This design comes from an exercise in tuning for small area and a short achievable clock period on the open sky130 flow, not from production work.
No run shown here included a check of the RTL's function; only the layout flow was run.
Power and IR drop assume default switching activity.

### design/flow/run.sh
#!/bin/bash
# synth_recipe.tcl (not shown) runs the flow's synth.tcl, then flattens the netlist and writes it again
# the make line also repeats each setting of config.mk as NAME=value (left out here)
make -C /OpenROAD-flow-scripts/flow DESIGN_CONFIG=/design/flow/config.mk WORK_HOME=/design/flow/orfs CLKGATE_MAP_FILE= SYNTH_SCRIPT=/design/flow/synth_recipe.tcl finish
### design/flow/config.mk
export PLATFORM = sky130hd
export DESIGN_NAME = mc_fifo
export DESIGN_NICKNAME = mc_fifo
export VERILOG_FILES = /design/flow/design.v
export SDC_FILE = /design/flow/constraint.sdc
export NUM_CORES = 4
export LEC_CHECK = 0
export CAP_MARGIN = 20
export CORE_MARGIN = 2
export CORE_UTILIZATION = 50
export CTS_CLUSTER_DIAMETER = 70
export CTS_CLUSTER_SIZE = 30
export SETUP_SLACK_MARGIN = 1.8
export SLEW_MARGIN = 20
export SYNTH_HIERARCHICAL = 1
export SYNTH_MINIMUM_KEEP_SIZE = 0
### design/flow/constraint.sdc
create_clock -name core_clock -period 4.0 [get_ports {clk}]
set_input_delay 0.8000 -clock core_clock [delete_from_list [all_inputs] [get_ports {clk}]]
set_output_delay 0.8000 -clock core_clock [all_outputs]
set_load 0.01 [all_outputs]
### design/flow/design.v
package mc_fifo_pkg;
    localparam int DEF_WIDTH     = 8;
    localparam int DEF_DEPTH     = 32;
    localparam int DEF_CHANNELS  = 4;
    localparam int DEF_AF_MARGIN = 2;
    localparam int DEF_AE_MARGIN = 2;
    function automatic int width_of(input int n);
        width_of = (n <= 1) ? 1 : $clog2(n);
    endfunction
endpackage
module mc_fifo_ctrl
#(
    parameter int DEPTH     = mc_fifo_pkg::DEF_DEPTH,
    parameter int AF_MARGIN = mc_fifo_pkg::DEF_AF_MARGIN,
    parameter int AE_MARGIN = mc_fifo_pkg::DEF_AE_MARGIN
) (
    input  logic                       clk,
    input  logic                       reset,
    input  logic                       wr_req,
    input  logic                       rd_req,
    input  logic                       clear_err,
    output logic                       wr_acc,
    output logic                       rd_acc,
    output logic [mc_fifo_pkg::width_of(DEPTH):0]   count,
    output logic                       full,
    output logic                       empty,
    output logic                       almost_full,
    output logic                       almost_empty,
    output logic                       overflow,
    output logic                       underflow
);
    localparam int AW    = mc_fifo_pkg::width_of(DEPTH);
    localparam int CNT_W = AW + 1;
    if (AF_MARGIN + 1 > DEPTH - 1) begin : g_bad_af
        $error("mc_fifo_ctrl: AF_MARGIN must leave room for the look-ahead compare");
    end
    logic [CNT_W-1:0] count_q, count_d;
    logic             full_q, empty_q, af_q, ae_q;
    logic             full_d, empty_d, af_d, ae_d;
    logic             inc, dec;
    assign full         = full_q;
    assign empty        = empty_q;
    assign almost_full  = af_q;
    assign almost_empty = ae_q;
    assign wr_acc = wr_req && !full_q;
    assign rd_acc = rd_req && !empty_q;
    assign count = count_q;
    assign inc = wr_acc && !rd_acc;
    assign dec = rd_acc && !wr_acc;
    always_comb begin
        count_d = count_q;
        full_d  = full_q;
        empty_d = empty_q;
        af_d    = af_q;
        ae_d    = ae_q;
        if (inc) begin
            count_d = count_q + 1'b1;
            full_d  = (count_q == CNT_W'(DEPTH - 1));
            empty_d = 1'b0;
            af_d    = (count_q >= CNT_W'(DEPTH - AF_MARGIN - 1));
            ae_d    = (count_q <= CNT_W'(AE_MARGIN - 1));
        end else if (dec) begin
            count_d = count_q - 1'b1;
            full_d  = 1'b0;
            empty_d = (count_q == CNT_W'(1));
            af_d    = (count_q >= CNT_W'(DEPTH - AF_MARGIN + 1));
            ae_d    = (count_q <= CNT_W'(AE_MARGIN + 1));
        end
    end
    always_ff @(posedge clk or posedge reset) begin
        if (reset) begin
            count_q <= '0;
            full_q  <= 1'b0;
            empty_q <= 1'b1;
            af_q    <= 1'b0;
            ae_q    <= 1'b1;
        end else begin
            count_q <= count_d;
            full_q  <= full_d;
            empty_q <= empty_d;
            af_q    <= af_d;
            ae_q    <= ae_d;
        end
    end
    logic overflow_q, overflow_d;
    logic underflow_q, underflow_d;
    always_comb begin
        overflow_d  = clear_err ? 1'b0 : overflow_q;
        underflow_d = clear_err ? 1'b0 : underflow_q;
        if (wr_req && full_q) begin
            overflow_d = 1'b1;
        end
        if (rd_req && empty_q) begin
            underflow_d = 1'b1;
        end
    end
    always_ff @(posedge clk or posedge reset) begin
        if (reset) begin
            overflow_q  <= 1'b0;
            underflow_q <= 1'b0;
        end else begin
            overflow_q  <= overflow_d;
            underflow_q <= underflow_d;
        end
    end
    assign overflow  = overflow_q;
    assign underflow = underflow_q;
endmodule
module mc_fifo
#(
    parameter int WIDTH     = mc_fifo_pkg::DEF_WIDTH,
    parameter int DEPTH     = mc_fifo_pkg::DEF_DEPTH,
    parameter int CHANNELS  = mc_fifo_pkg::DEF_CHANNELS,
    parameter int AF_MARGIN = mc_fifo_pkg::DEF_AF_MARGIN,
    parameter int AE_MARGIN = mc_fifo_pkg::DEF_AE_MARGIN
) (
    input  logic                          clk,
    input  logic                          reset,
    input  logic                          write_en,
    input  logic [mc_fifo_pkg::width_of(CHANNELS)-1:0] wr_ch,
    input  logic [WIDTH-1:0]              data_in,
    input  logic                          read_en,
    input  logic [mc_fifo_pkg::width_of(CHANNELS)-1:0] rd_ch,
    input  logic                          clear_err,
    output logic [WIDTH-1:0]              data_out,
    output logic                          data_valid,
    output logic [CHANNELS-1:0]           full,
    output logic [CHANNELS-1:0]           empty,
    output logic [CHANNELS-1:0]           almost_full,
    output logic [CHANNELS-1:0]           almost_empty,
    output logic [mc_fifo_pkg::width_of(DEPTH):0]      rd_count,
    output logic [CHANNELS-1:0]           overflow,
    output logic [CHANNELS-1:0]           underflow
);
    localparam int CW = mc_fifo_pkg::width_of(CHANNELS);
    localparam int AW = mc_fifo_pkg::width_of(DEPTH);
    if ((DEPTH < 4) || ((DEPTH & (DEPTH - 1)) != 0)) begin : g_bad_depth
        $error("mc_fifo: DEPTH must be a power of two and at least 4");
    end
    if (CHANNELS < 1) begin : g_bad_channels
        $error("mc_fifo: CHANNELS must be at least 1");
    end
    if ((AF_MARGIN < 1) || (AF_MARGIN > DEPTH - 1)) begin : g_bad_af
        $error("mc_fifo: AF_MARGIN must be in 1..DEPTH-1");
    end
    if ((AE_MARGIN < 1) || (AE_MARGIN > DEPTH - 1)) begin : g_bad_ae
        $error("mc_fifo: AE_MARGIN must be in 1..DEPTH-1");
    end
    logic [CHANNELS-1:0] wr_req, rd_req, wr_acc, rd_acc;
    logic [AW:0]         count_a [CHANNELS];
    logic [WIDTH-1:0]    head_a  [CHANNELS];
    logic [(1<<CW)-1:0]  rd_oh;
    mc_fifo_dec #(.AW(CW)) u_rd_dec (
        .idx (rd_ch),
        .sel (rd_oh)
    );
    for (genvar g = 0; g < CHANNELS; g++) begin : g_ch
        assign wr_req[g] = write_en && (wr_ch == CW'(g));
        assign rd_req[g] = read_en && rd_oh[g];
        mc_fifo_ctrl #(
            .DEPTH     (DEPTH),
            .AF_MARGIN (AF_MARGIN),
            .AE_MARGIN (AE_MARGIN)
        ) u_ctrl (
            .clk          (clk),
            .reset        (reset),
            .wr_req       (wr_req[g]),
            .rd_req       (rd_req[g]),
            .clear_err    (clear_err),
            .wr_acc       (wr_acc[g]),
            .rd_acc       (rd_acc[g]),
            .count        (count_a[g]),
            .full         (full[g]),
            .empty        (empty[g]),
            .almost_full  (almost_full[g]),
            .almost_empty (almost_empty[g]),
            .overflow     (overflow[g]),
            .underflow    (underflow[g])
        );
        logic [WIDTH-1:0] sr_q [DEPTH];
        logic [WIDTH-1:0] rot  [DEPTH];
        always_ff @(posedge clk) begin
            if (wr_acc[g]) begin
                sr_q[0] <= data_in;
                for (int i = 1; i < DEPTH; i++) begin
                    sr_q[i] <= sr_q[i-1];
                end
            end
        end
        for (genvar s = 0; s < DEPTH; s++) begin : g_rot
            assign rot[s] = sr_q[(s + DEPTH - 1) % DEPTH];
        end
        logic [DEPTH-1:0]       rsel;
        logic [DEPTH*WIDTH-1:0] rot_flat;
        for (genvar s = 0; s < DEPTH; s++) begin : g_flat
            assign rot_flat[s*WIDTH +: WIDTH] = rot[s];
        end
        mc_fifo_dec #(.AW(AW)) u_dec (
            .idx (count_a[g][AW-1:0]),
            .sel (rsel)
        );
        mc_fifo_aomux #(.N(DEPTH), .W(WIDTH)) u_mux (
            .sel (rsel),
            .d   (rot_flat),
            .q   (head_a[g])
        );
    end
    logic [CHANNELS*(AW+1)-1:0]   count_flat;
    logic [(CHANNELS+1)*WIDTH-1:0] dsel_flat;
    logic [WIDTH-1:0]              data_out_q, data_out_d;
    logic                          data_valid_q;
    logic                          rd_any;
    for (genvar g = 0; g < CHANNELS; g++) begin : g_flat
        assign count_flat[g*(AW+1) +: AW+1] = count_a[g];
        assign dsel_flat[g*WIDTH +: WIDTH]  = head_a[g];
    end
    assign dsel_flat[CHANNELS*WIDTH +: WIDTH] = data_out_q;
    assign rd_any = |rd_acc;
    mc_fifo_aomux #(.N(CHANNELS), .W(AW+1)) u_cnt_mux (
        .sel (rd_oh[CHANNELS-1:0]),
        .d   (count_flat),
        .q   (rd_count)
    );
    mc_fifo_aomux #(.N(CHANNELS+1), .W(WIDTH)) u_dout_mux (
        .sel ({!rd_any, rd_acc}),
        .d   (dsel_flat),
        .q   (data_out_d)
    );
    always_ff @(posedge clk or posedge reset) begin
        if (reset) begin
            data_out_q   <= '0;
            data_valid_q <= 1'b0;
        end else begin
            data_valid_q <= rd_any;
            data_out_q   <= data_out_d;
        end
    end
    assign data_out   = data_out_q;
    assign data_valid = data_valid_q;
endmodule
module mc_fifo_dec #(
    parameter int AW = 5
) (
    input  logic [AW-1:0]      idx,
    output logic [(1<<AW)-1:0] sel
);
    for (genvar s = 0; s < (1 << AW); s++) begin : g_sel
        assign sel[s] = (idx == AW'(s));
    end
endmodule
module mc_fifo_aomux #(
    parameter int N = 32,
    parameter int W = 8
) (
    input  logic [N-1:0]   sel,
    input  logic [N*W-1:0] d,
    output logic [W-1:0]   q
);
    always_comb begin
        q = '0;
        for (int s = 0; s < N; s++) begin
            q = q | ({W{sel[s]}} & d[s*W +: W]);
        end
    end
endmodule
==> summary.txt, run 1 <==
Worst EP required -> 4520 ps
Top post-synthesis cells by area -> edfxtp_1, a22oi_1, dfrtp_1
Synth Flop Type -> edfxtp_1
Root buf cell -> clkbuf_16
DP Cell Count -> 3413
Post-Syn Instances -> 2342
R2R cell count -> 9
Drt wl/cell -> 31.6 um
Hold/Removal Path Class -> reg -> reg
Tcrit/Tclk final -> 66.6%
Core area -> 0.0805 mm2
Ys async rst share -> 5.27%
Vias per inst -> 6.60
Crit path capture type -> flop
Vias in the first global route -> 23000
Starting Density -> 50.6%
IO Port Bufs -> 55
Die extent in x -> 289 um
WS Path Type -> reg -> reg
Synth Register Bits -> 1081
Minimum clock period -> 2660 ps
Net load switching power -> 8.60 mW
Die H -> 289 um
RSZ-0062 raised after global routing -> yes
Yosys cell types -> 44
Int Pwr -> 18.5 mW
Synth Area per Inst -> 17.4 um2
1st-iter DRT viols -> 3288
Vias -> 23800
Leading area contributor after synthesis -> edfxtp_1
Total nets after synthesis -> 2379
Seq/Total Area, Yosys -> 79.0%
I/O Pins -> 56
Clk_skew -> 36.0 ps
R2R Setup Slk -> 1340 ps
Maximum fanout along the worst path -> 8
Max-cap violations -> 0
Post-DRT Antenna Nets -> 0
Max-slew headroom -> 22.8%
Finished Core Util -> 57.4%
First-pass GRT wire length -> 158 mm
Number of flops mapped to enable cells by yosys -> 1024
Worst hold slack -> 436 ps
DRC violations left -> 0
Layout cells sized above 1 -> 24.1%
Hold Crit Endpoint -> g_ch[0].sr_q[19][2]
Clock-pin slew on the worst setup and hold paths -> 120 ps
Largest net degree at the start of global routing -> 202
Synth top area share -> 75.5%
DRT Wirelength -> 114 mm
All-Layer GR Usage -> 26.6%
CTS Sinks -> 1081
Post-CTS Hold Fix Bufs -> 0
Final TNS setup -> 0 ps
CTS max path bufs -> 3
Max-slew violation count -> 0
Fin. Hold Viols -> 0
Worst slew pin tran -> 1160 ps
# rows -> 104
Gr ovfl total -> 0
Combinational Power Share -> 26.4%
CTS tree -> done
Maximum clock rate -> 375 MHz
Crit Reg-Reg Endpoint -> data_out_q[1]
Sequential Power Share -> 49.5%
Count leader, synth -> edfxtp_1
CP Launch Type -> flop
Design Power -> 27.1 mW
Reg2Reg Launch Point -> g_ch[0].u_ctrl.count_q[3]
Commonest cells in the netlist -> edfxtp_1, a22oi_1, nor2_1, nand4_1, dfrtp_1
Outcome -> no timing/DRC/antenna violations
Drt pass-1 iters -> 6
Worst Hold Launch -> g_ch[0].sr_q[18][2]
Layout Nets -> 2533
Max VDD drop -> 0.340 mV
Synth warn -> 29
Final Instance Count excl. Fillers -> 3602
Critical Path AT -> 3190 ps
Initial antenna violation count -> 6
H-tree depth -> 2
Post-DP HPWL -> 70.3 mm
Sw Ratio -> 31.7%
Skew-Pair Late Insertion Delay -> 670 ps
Total CTS buffers -> 51
Fillcell total -> 6065
PwrDens -> 587 mW/mm2
Full die area -> 0.0838 mm2
Gp weighted congestion -> 0.891
Clk pwr share -> 24.2%
Leakage power -> 14.6 nW
Final setup viols -> 0
Synth-to-Final Area Change -> 13.4%
Hold depth -> 0
Post-Syn Area -> 0.0408 mm2
[area by class of cell]
cell class	count	area, um2	area share [%]
Inverter	37	139	0.301
Tap cell	1060	1330	2.87
Timing Repair Buffer	253	2280	4.94
Clock inverter	28	357	0.772
Sequential cell	1081	32200	69.8
Clock buffer	65	1430	3.10
Multi-Input combinational cell	1072	8410	18.2
Antenna cell	6	15.0	0.0325
[stage by stage]
step / worst slack (ps) / area, um2
floorplan: -2370 / 40900
global placement: 652 / 42600
detailed placement: 446 / 42700
CTS: 1410 / 45400
global route: 1280 / 46200
finish: 1340 / 46200
[how the worst max path moves through the flow]
stage | start | to | cells past startpoint
after floorplan | wr_ch[1] | g_ch[0].u_ctrl.count_q[3] | 6
after global placement | rd_ch[0] | g_ch[0].u_ctrl.count_q[3] | 8
after detailed placement | rd_ch[1] | data_out_q[1] | 8
after CTS | g_ch[0].u_ctrl.count_q[0] | rd_count[0] | 4
after global routing | g_ch[0].u_ctrl.count_q[0] | data_out_q[4] | 9
final | g_ch[0].u_ctrl.count_q[3] | data_out_q[1] | 9
[critical path, stage by stage (launching register included)]
cell and delay [ps]:
dfrtp_2 430, buf_6 140, or3b_4 270, nor2_2 50, buf_6 170, a22oi_2 200, nand4_1 140, or4_4 610
a222oi_1 420, nand2_1 90
[what timing repair did]
action	4_1_cts	5_1_grt
gates cloned	1	1
gates resized for setup	321	130
setup endpoints to repair	835	504
hold endpoints to repair	0	0
setup buffers	60	28
pin swaps	22	57
[power by group through the flow]
stage               logic (mW)  clock network, mW  registers [mW]
global placement          5.26                  0            13.8
CTS                       6.46               6.64            13.4
global route              7.43               7.01            13.5
detailed placement        5.32                  0            13.9
floorplan                 3.11                  0            13.5
finish                    7.15               6.55            13.4
[flip-flops by register name, indices dropped and copies added (netlist names)]
name                     cells
g_ch.u_ctrl.af_q             4
g_ch.u_ctrl.ae_q             4
g_ch.sr_q                 1024
g_ch.u_ctrl.empty_q          4
data_valid_q                 1
g_ch.u_ctrl.count_q         24
g_ch.u_ctrl.overflow_q       4
g_ch.u_ctrl.underflow_q      4
data_out_q                   8
g_ch.u_ctrl.full_q           4
[metal layers]
| layer | up-vias | global-route usage, % | part of all wire [%] |
|---|---|---|---|
| met3 | 224 | 6.15 | 11 |
| met5 | - | 0 | 0.0097 |
| met2 | 1459 | 40.3 | 45 |
| met4 | 2 | 9.23 | 3.7 |
| met1 | 12200 | 38.2 | 40 |
| li1 | 9891 | - | - |
[cells in the final DEF, fill, tap and decap left out, types with 12 or more instances in the layout]
| cell type | count |
|---|---|
| nor2_4 | 12 |
| nor2_1 | 76 |
| nor2_2 | 49 |
| clkdlybuf4s15_1 | 12 |
| or3b_4 | 12 |
| clkbuf_16 | 55 |
| buf_6 | 43 |
| edfxtp_1 | 1024 |
| ha_1 | 16 |
| a22oi_2 | 89 |
| nand4_1 | 132 |
| buf_4 | 144 |
| xor2_1 | 16 |
| dfrtp_2 | 40 |
| buf_2 | 21 |
| nand2_1 | 31 |
| inv_1 | 37 |
| a22oi_1 | 443 |
| nand3b_1 | 12 |
| nand2b_1 | 12 |
| or4_4 | 31 |
[cell families after synthesis]
kind of cell    share of synthesized area, %
fa+ha+maj                              0.614
buf+inv                                 2.68
xor+xnor                               0.516
compound gates                          11.1
flops                                   79.0
simple gates                            6.09
==> run 2: changes to the inputs <==
--- a/design/flow/design.v
+++ b/design/flow/design.v
@@ -23,4 +23,5 @@
     output logic                       rd_acc,
     output logic [mc_fifo_pkg::width_of(DEPTH):0]   count,
+    output logic [mc_fifo_pkg::width_of(DEPTH):0]   count_n,
     output logic                       full,
     output logic                       empty,
@@ -36,4 +37,5 @@
     end
     logic [CNT_W-1:0] count_q, count_d;
+    logic [CNT_W-1:0] count_n_q;
     logic             full_q, empty_q, af_q, ae_q;
     logic             full_d, empty_d, af_d, ae_d;
@@ -45,5 +47,6 @@
     assign wr_acc = wr_req && !full_q;
     assign rd_acc = rd_req && !empty_q;
-    assign count = count_q;
+    assign count   = count_q;
+    assign count_n = count_n_q;
     assign inc = wr_acc && !rd_acc;
     assign dec = rd_acc && !wr_acc;
@@ -71,4 +74,5 @@
         if (reset) begin
             count_q <= '0;
+            count_n_q <= '1;
             full_q  <= 1'b0;
             empty_q <= 1'b1;
@@ -77,4 +81,5 @@
         end else begin
             count_q <= count_d;
+            count_n_q <= ~count_d;
             full_q  <= full_d;
             empty_q <= empty_d;
@@ -149,4 +154,5 @@
     logic [CHANNELS-1:0] wr_req, rd_req, wr_acc, rd_acc;
     logic [AW:0]         count_a [CHANNELS];
+    logic [AW:0]         count_n_a [CHANNELS];
     logic [WIDTH-1:0]    head_a  [CHANNELS];
     logic [(1<<CW)-1:0]  rd_oh;
@@ -171,4 +177,5 @@
             .rd_acc       (rd_acc[g]),
             .count        (count_a[g]),
+            .count_n      (count_n_a[g]),
             .full         (full[g]),
             .empty        (empty[g]),
@@ -200,9 +207,17 @@
             .sel (rsel)
         );
-        mc_fifo_aomux #(.N(DEPTH), .W(WIDTH)) u_mux (
-            .sel (rsel),
-            .d   (rot_flat),
-            .q   (head_a[g])
-        );
+        if (DEPTH == 32) begin : g_tree
+            mc_fifo_aotree32 #(.W(WIDTH)) u_mux (
+                .sel (rsel),
+                .d   (rot_flat),
+                .q   (head_a[g])
+            );
+        end else begin : g_flat_mux
+            mc_fifo_aomux #(.N(DEPTH), .W(WIDTH)) u_mux (
+                .sel (rsel),
+                .d   (rot_flat),
+                .q   (head_a[g])
+            );
+        end
     end
     logic [CHANNELS*(AW+1)-1:0]   count_flat;
@@ -212,12 +227,12 @@
     logic                          rd_any;
     for (genvar g = 0; g < CHANNELS; g++) begin : g_flat
-        assign count_flat[g*(AW+1) +: AW+1] = count_a[g];
+        assign count_flat[g*(AW+1) +: AW+1] = count_n_a[g];
         assign dsel_flat[g*WIDTH +: WIDTH]  = head_a[g];
     end
     assign dsel_flat[CHANNELS*WIDTH +: WIDTH] = data_out_q;
     assign rd_any = |rd_acc;
-    mc_fifo_aomux #(.N(CHANNELS), .W(AW+1)) u_cnt_mux (
+    mc_fifo_aomux_n #(.N(CHANNELS), .W(AW+1)) u_cnt_mux (
         .sel (rd_oh[CHANNELS-1:0]),
-        .d   (count_flat),
+        .d_n (count_flat),
         .q   (rd_count)
     );
@@ -263,3 +278,63 @@
         end
     end
+endmodule
+module mc_fifo_aotree32 #(
+    parameter int W = 8
+) (
+    input  logic [31:0]   sel,
+    input  logic [32*W-1:0] d,
+    output logic [W-1:0]  q
+);
+    for (genvar b = 0; b < W; b++) begin : g_bit
+        logic [3:0]  grp;
+        logic [1:0]  half_n;
+        for (genvar k = 0; k < 4; k++) begin : g_grp
+            logic [7:0] dk;
+            for (genvar j = 0; j < 8; j++) begin : g_d
+                assign dk[j] = d[(8*k+j)*W + b];
+            end
+            mc_fifo_ao8 u_ao (
+                .sel (sel[8*k +: 8]),
+                .d   (dk),
+                .y   (grp[k])
+            );
+        end
+        mc_fifo_nor2 u_nor0 (.a (grp[0]), .b (grp[1]), .y (half_n[0]));
+        mc_fifo_nor2 u_nor1 (.a (grp[2]), .b (grp[3]), .y (half_n[1]));
+        mc_fifo_nand2 u_out (.a (half_n[0]), .b (half_n[1]), .y (q[b]));
+    end
+endmodule
+module mc_fifo_ao8 (
+    input  logic [7:0] sel,
+    input  logic [7:0] d,
+    output logic       y
+);
+    assign y = |(sel & d);
+endmodule
+module mc_fifo_nor2 (
+    input  logic a, b,
+    output logic y
+);
+    assign y = !(a || b);
+endmodule
+module mc_fifo_nand2 (
+    input  logic a, b,
+    output logic y
+);
+    assign y = !(a && b);
+endmodule
+module mc_fifo_aomux_n #(
+    parameter int N = 4,
+    parameter int W = 6
+) (
+    input  logic [N-1:0]   sel,
+    input  logic [N*W-1:0] d_n,
+    output logic [W-1:0]   q
+);
+    always_comb begin
+        q = '0;
+        for (int s = 0; s < N; s++) begin
+            q = q | ({W{sel[s]}} & ~d_n[s*W +: W]);
+        end
+    end
 endmodule
--- a/design/flow/config.mk
+++ b/design/flow/config.mk
@@ -9,6 +9,4 @@
 export CORE_MARGIN = 2
 export CORE_UTILIZATION = 50
-export CTS_CLUSTER_DIAMETER = 70
-export CTS_CLUSTER_SIZE = 30
 export SETUP_SLACK_MARGIN = 1.8
 export SLEW_MARGIN = 20
==> run 2 against run 1 <==
Compared with the run above: synthesized cell count is 1.2% higher; core utilization is 3.3 points higher; largest cell class unchanged; critical path depth is 4 lower.
==> summary.txt, run 2 <==
CP Launch Type -> primary input
Minimum clock period -> 2490 ps
Count leader, synth -> edfxtp_1
Initial antenna violation count -> 6
Worst Hold Launch -> g_ch[2].sr_q[21][4]
Crit Reg-Reg Endpoint -> data_out_q[0]
Drt wl/cell -> 26.6 um
Multi-input logic area -> 0.00943 mm2
DRC violations left -> 0
Max-cap violations -> 0
Critical Path AT -> 1690 ps
Post-DP HPWL -> 61.3 mm
Reg2Reg Launch Point -> g_ch[2].u_ctrl.count_q[0]
Outcome -> no timing/DRC/antenna violations
Top post-synthesis cells by area -> edfxtp_1, a22oi_1, dfrtp_1
Total nets after synthesis -> 2406
Final setup viols -> 0
Leading area contributor after synthesis -> edfxtp_1
Tcrit/Tclk final -> 62.3%
Post-Syn Area -> 0.0409 mm2
IO Port Bufs -> 55
Total CTS buffers -> 110
PwrDens -> 637 mW/mm2
DRT Wirelength -> 101 mm
Commonest non-fill, non-tap cell in the layout -> edfxtp_1
Reg with most FFs -> g_ch.sr_q
Synth warn -> 29
CTS Sinks -> 1105
Synth Area per Inst -> 17.3 um2
Synth Register Bits -> 1105
Slowest stage cell, crit path -> and2b_4
Layout Nets -> 2666
Starting Density -> 50.6%
Vias in the first global route -> 23000
Full die area -> 0.0841 mm2
H-tree depth -> 3
RSZ-0062 raised after global routing -> yes
Post-Syn Instances -> 2369
Hold Crit Endpoint -> g_ch[2].sr_q[22][4]
I/O Pins -> 56
Die extent in x -> 290 um
Largest net degree at the start of global routing -> 218
Met3 routed WL -> 8.00 mm
Met2 WL -> 47.4 mm
Core area -> 0.0808 mm2
Post-DRT Antenna Nets -> 0
DP Cell Count -> 3466
Worst EP required -> 3200 ps
Fillcell total -> 5855
Worst slew pin tran -> 957 ps
Vias -> 23700
Storage element area -> 0.0329 mm2
Synth top area share -> 75.2%
First-pass GRT wire length -> 147 mm
Crit-path cells -> buf_4, and2b_4, nand2b_4, o2111ai_4, buf_2
Drt pass-1 iters -> 8
Seq/Total Area, Yosys -> 80.2%
Max-slew headroom -> 36.2%
CTS max path bufs -> 3
Clock-pin slew on the worst setup and hold paths -> 60 ps
Synth Flop Type -> edfxtp_1
R2R cell count -> 10
Top Registers -> g_ch.sr_q: 1024 flops, g_ch.u_ctrl.count_n_q: 24 flops, g_ch.u_ctrl.count_q: 20 flops
Crit path buffers/inverters -> 2
Maximum clock rate -> 401 MHz
Root buf cell -> clkbuf_16
Ys async rst share -> 7.33%
Gp weighted congestion -> 0.875
Commonest non-fill, non-tap cells in the layout -> edfxtp_1, a22oi_1, nand4_1
Layout cells sized above 1 -> 26.1%
Synth-to-Final Area Change -> 19.8%
Gr ovfl total -> 0
Yosys cell types -> 44
All-Layer GR Usage -> 23.1%
Maximum fanout along the worst path -> 7
# rows -> 104
WS Path Type -> in -> out
Fin. Hold Viols -> 0
CTS tree -> done
Commonest cells in the netlist -> edfxtp_1, a22oi_1, nor2_1, nand4_1, nand2_1
Hold/Removal Path Class -> reg -> reg
Leakage power -> 15.7 nW
Clk_skew -> 31.5 ps
Final Instance Count excl. Fillers -> 3782
Post-CTS Hold Fix Bufs -> 0
Crit path capture type -> output pin
Max layer used -> met5
Largest register FFs -> 1024
Number of flops mapped to enable cells by yosys -> 1024
Routed met1 length -> 42.7 mm
Finished Core Util -> 60.6%
R2R Setup Slk -> 1710 ps
CP delay by family, top -> simple AND/OR/NAND/NOR gates
Max-slew violation count -> 0
Max VDD drop -> 0.395 mV
Vias per inst -> 6.26
Hold depth -> 0
Skew-Pair Late Insertion Delay -> 690 ps
Die H -> 290 um
Crit-path max cell delay -> 390 ps
1st-iter DRT viols -> 2944
run 2: changes by cell type after synthesis, sizes merged, moves of 9 or more:
cell    previous run  this run
buf              117         9
nor2             137       209
nand2             38        84
or4               41         1
dfstp              8        32
nand2b            20        34
a22oi            532       520
clkbuf            35        23
xnor2              8        20
inv               37        46
run 2: power by group:
group	leakage, nW	switching (mW)	internal [mW]
clock	1.73	4.31	5.78
sequential	10.3	0.652	13.3
combinational	3.68	4.49	2.65
run 2: layer usage:
metal	GRT usage (%)	vias to the layer above
li1	-	10300
met1	33.9	12200
met2	35.6	1010
met3	4.83	151
met4	5.98	8
met5	0	-
run 2: repair_timing:
action,CTS,global route
endpoints found under the setup margin,620,336
pin swaps,59,97
resized for setup,480,122
gates cloned,0,1
buffers inserted,74,36
hold endpoints to repair,0,0
run 2: how the worst max path moves through the flow:
stage,cells after the start,to,startpoint,slack [ps]
after CTS,3,rd_count[1],g_ch[0].u_ctrl.count_n_q[1],1480
final,5,rd_count[1],rd_ch[0],1510
after floorplan,8,g_ch[1].u_ctrl.count_q[3],write_en,-2370
after global routing,3,rd_count[1],g_ch[0].u_ctrl.count_n_q[1],1450
after global placement,5,rd_count[1],rd_ch[0],470
after detailed placement,5,rd_count[1],rd_ch[0],480
run 2: logic make-up after synthesis:
group                    synth area share (%)
flip-flops                               80.2
AO/OA/AOI/OAI                            10.9
AND/OR/NAND/NOR                          6.76
buffers and inverters                   0.759
XOR/XNOR                                0.600
adder cells (fa/ha/maj)                 0.612
multiplexers                           0.0979
run 2: per-stage QoR:
step	hold slack, ps	setup slack [ps]	setup TNS (ps)	area (um2)	total power, mW
floorplan	427	-2370	-1468950	41100	17.1
global placement	428	472	0	42900	19.2
detailed placement	434	483	0	42900	19.3
CTS	423	1480	0	48200	30.8
global route	451	1450	0	49000	32.3
finish	445	1510	0	49000	31.2
run 2: per-module statistics from Yosys (local to each module, per instance), excerpt:
module	copies in the design	cells inside	flops+latches	cell area, um2
mc_fifo_ao8	128	5	0	36.3
mc_fifo_nor2	64	1	0	3.75
mc_fifo	1	1044	1033	31000
mc_fifo_nand2	32	1	0	3.75
run 2: final cells by class:
type,instances,area share [%]
diodes,1,0.00511
clock buffers,150,6.13
flip-flops and latches,1105,67.0
clock inverters,54,1.07
repair buffers,180,3.40
multi-input cells,1186,19.2
well taps,1060,2.71
inverters,46,0.408
==> run 3: changes to the inputs <==
--- a/design/flow/config.mk
+++ b/design/flow/config.mk
@@ -9,4 +9,6 @@
 export CORE_MARGIN = 2
 export CORE_UTILIZATION = 50
+export CTS_CLUSTER_DIAMETER = 70
+export CTS_CLUSTER_SIZE = 30
 export SETUP_SLACK_MARGIN = 1.8
 export SLEW_MARGIN = 20
==> run 3 against run 2 <==
Compared with the run above: still clean on timing, DRC and antenna; sequential cell count is the same; clock power fell by 36%; first-iteration DRC count increased by 0.41%; final area shrank 3.8%; worst hold slack got worse by 1.2 ps; global-route usage decreased by 0.33 points; core utilization decreased by 2.3 points; routed wire length down 1.8%; combinational power barely moved.
==> summary.txt, run 3 <==
Die extent in x -> 290 um
Leakage power -> 14.9 nW
Root buf cell -> clkbuf_16
Full die area -> 0.0841 mm2
Synth Area per Inst -> 17.3 um2
Ys async rst share -> 7.33%
Synth Register Bits -> 1105
Total CTS buffers -> 51
Hold/Removal Path Class -> reg -> reg
Max layer used -> met5
Crit path capture type -> output pin
Final TNS setup -> 0 ps
Sw Ratio -> 32.3%
All-Layer GR Usage -> 22.8%
CTS max path bufs -> 3
Synth warn -> 29
Skew-Pair Late Insertion Delay -> 680 ps
Met3 routed WL -> 7.84 mm
Met2 WL -> 46.1 mm
Maximum fanout along the worst path -> 1
Max-slew violation count -> 0
R2R Setup Slk -> 1570 ps
Net load switching power -> 8.92 mW
Fin worst setup slack -> 1480 ps
Sequential Power Share -> 50.6%
Synth-to-Final Area Change -> 15.3%
Critical Path AT -> 1720 ps
I/O Pins -> 56
Fin. Hold Viols -> 0
Largest register FFs -> 1024
Largest net degree at the start of global routing -> 177
Layout cells sized above 1 -> 23.9%
DRT Wirelength -> 98.8 mm
Synth top area share -> 75.2%
Tcrit/Tclk final -> 63.0%
Commonest cells in the netlist -> edfxtp_1, a22oi_1, nor2_1, nand4_1, nand2_1
Int Pwr -> 18.7 mW
Vias -> 23200
Commonest non-fill, non-tap cell in the layout -> edfxtp_1
Core area -> 0.0808 mm2
Drt pass-1 iters -> 10
RSZ-0062 raised after global routing -> yes
PwrDens -> 585 mW/mm2
# rows -> 104
Crit Reg-Reg Endpoint -> data_out_q[4]
Gp weighted congestion -> 0.875
DP Worst Slack -> 483 ps
Worst slew pin tran -> 1020 ps
Commonest non-fill, non-tap cells in the layout -> edfxtp_1, a22oi_1, nand4_1
Gr ovfl total -> 0
IO Port Bufs -> 55
Max-slew headroom -> 32.0%
Max VDD drop -> 0.443 mV
Post-Syn Instances -> 2369
Design Power -> 27.6 mW
Seq/Total Area, Yosys -> 80.2%
Leading area contributor after synthesis -> edfxtp_1
Hold depth -> 0
Number of flops mapped to enable cells by yosys -> 1024
Finished Core Util -> 58.4%
Post-Syn Area -> 0.0409 mm2
H-tree depth -> 2
Count leader, synth -> edfxtp_1
Top Registers -> g_ch.sr_q: 1024 flops, g_ch.u_ctrl.count_n_q: 24 flops, g_ch.u_ctrl.count_q: 20 flops
Final setup viols -> 0
Reg2Reg Launch Point -> g_ch[2].u_ctrl.count_q[3]
Post-CTS Hold Fix Bufs -> 0
Combinational Power Share -> 26.0%
Post-DP HPWL -> 61.3 mm
Maximum clock rate -> 397 MHz
1st-iter DRT viols -> 2956
CTS tree -> done
Starting Density -> 50.6%
Drt wl/cell -> 26.8 um
Worst Hold Launch -> g_ch[1].sr_q[25][0]
WS Path Type -> reg -> out
Post-DRT Antenna Nets -> 0
Die H -> 290 um
Layout Nets -> 2617
CTS Sinks -> 1105
Max-cap violations -> 0
R2R cell count -> 11
Clk_skew -> 38.4 ps
Final instance area -> 0.0472 mm2
Top post-synthesis cells by area -> edfxtp_1, a22oi_1, dfrtp_1
Outcome -> no timing/DRC/antenna violations
Minimum clock period -> 2520 ps
Initial antenna violation count -> 6
Routed met1 length -> 42.3 mm
DRC violations left -> 0
Total nets after synthesis -> 2406
Yosys cell types -> 44
Clk pwr share -> 23.4%
Synth Flop Type -> edfxtp_1
First-pass GRT wire length -> 145 mm
Hold Crit Endpoint -> g_ch[1].sr_q[26][0]
Clock-pin slew on the worst setup and hold paths -> 120 ps
Placed inst area -> 0.0429 mm2
Reg with most FFs -> g_ch.sr_q
CP Launch Type -> flop
Vias per inst -> 6.30
Vias in the first global route -> 22400
Worst EP required -> 3200 ps
-- run 3: Yosys stat by module (local to each module, per instance), excerpt --
module	cells inside	flops+latches	copies in the design
mc_fifo	1044	1033	1
mc_fifo_ao8	5	0	128
mc_fifo_nand2	1	0	32
mc_fifo_nor2	1	0	64
-- run 3: critical path: stages, from the launching register on --
cell and delay, ps:
dfstp_2 560, nand2b_4 130, o2111ai_4 160, buf_2 200
-- run 3: worst max-delay path by stage --
stage                                start                         to  slack, ps  depth (start not counted)
4_1_cts        g_ch[0].u_ctrl.count_n_q[1]                rd_count[1]       1470                          3
2_1_floorplan                     write_en  g_ch[1].u_ctrl.count_q[3]      -2370                          8
3_5_place_dp                      rd_ch[0]                rd_count[1]        480                          5
6_report       g_ch[2].u_ctrl.count_n_q[1]                rd_count[1]       1480                          3
3_3_place_gp                      rd_ch[0]                rd_count[1]        470                          5
5_1_grt        g_ch[2].u_ctrl.count_n_q[1]                rd_count[1]       1410                          3
-- run 3: power groups by stage --
stage | clock network (mW) | logic, mW | registers [mW]
floorplan | 0 | 3.09 | 14.0
global placement | 0 | 4.89 | 14.3
detailed placement | 0 | 4.96 | 14.4
CTS | 6.63 | 6.67 | 14.0
global route | 6.99 | 7.56 | 14.0
finish | 6.46 | 7.16 | 14.0
-- run 3: cell type report --
type,count,area [um2]
Clock buffer,57,1320
Sequential cell,1105,32900
Antenna cell,1,2.50
Multi-Input combinational cell,1186,9300
Clock inverter,35,402
Tap cell,1060,1330
Inverter,46,199
Timing Repair Buffer,190,1770
Fill cell,6026,33600
-- run 3: what timing repair did --
action                     CTS  global route
resized for setup          493            86
pin swaps                   77            70
cloned                       1             0
setup endpoints to repair  611            46
setup buffers               91            29
-- run 3: kinds of logic (layout without fill, tap and decap cells) --
logic type                 count (synthesis)  count (layout)  share of synthesized area, %
xor gates and xnor gates                  28              28                         0.600
AOI/OAI and AO/OA                        594             594                          10.9
DFF                                     1105            1105                          80.2
and+or+nand+nor                          540             540                          6.76
other                                      0               1                             0
buffers and inverters                     78             328                         0.759
adders and majority gates                 20              20                         0.612
muxes                                      4               4                        0.0979
-- run 3: per-stage QoR --
stage | hold WS [ps] | instances
final | 444 | 3680
after global placement | 428 | 3466
after floorplan | 427 | 2369
after CTS | 449 | 3650
after detailed placement | 434 | 3466
after global routing | 463 | 3679
-- run 3: per-layer routing --
layer,up-vias,track usage (%)
met5,-,0
met4,10,6.05
met3,144,3.96
met2,1003,35.0
met1,11900,34.0
li1,10200,-

-- afterwards: timing with drivers on the ports --
No port has a modelled driver above. Below, the same layouts with a new extraction and two added sets of constraints.
Step 1: set_driving_cell puts a clkbuf_16 on clk and a buf_2 on each other input, an assumption about the parent block.
Step 2 adds t to the input delays and takes it off the output delays; t is the mean of the earliest and latest rising clock arrival at the registers after step 1. Input paths then give back, and output paths get back, about the clock's delay inside the block.
a / b / c = no drivers / after step 1 / after step 2; a / b = the first two.
run | t (ns) | setup WS [ns] | cell pins on the clock port's net
run 1 | 0.718 | 1.335 / 1.335 / 1.016 | 1
run 2 | 0.740 | 1.507 / 1.419 / 0.962 | 1
run 3 | 0.722 | 1.480 / 1.342 / 1.070 | 1
After both steps setup and hold are still met in every run listed. For run 2, which loses most, drivers alone change the setup slack by -0.088 ns; drivers and shift together by -0.545 ns.
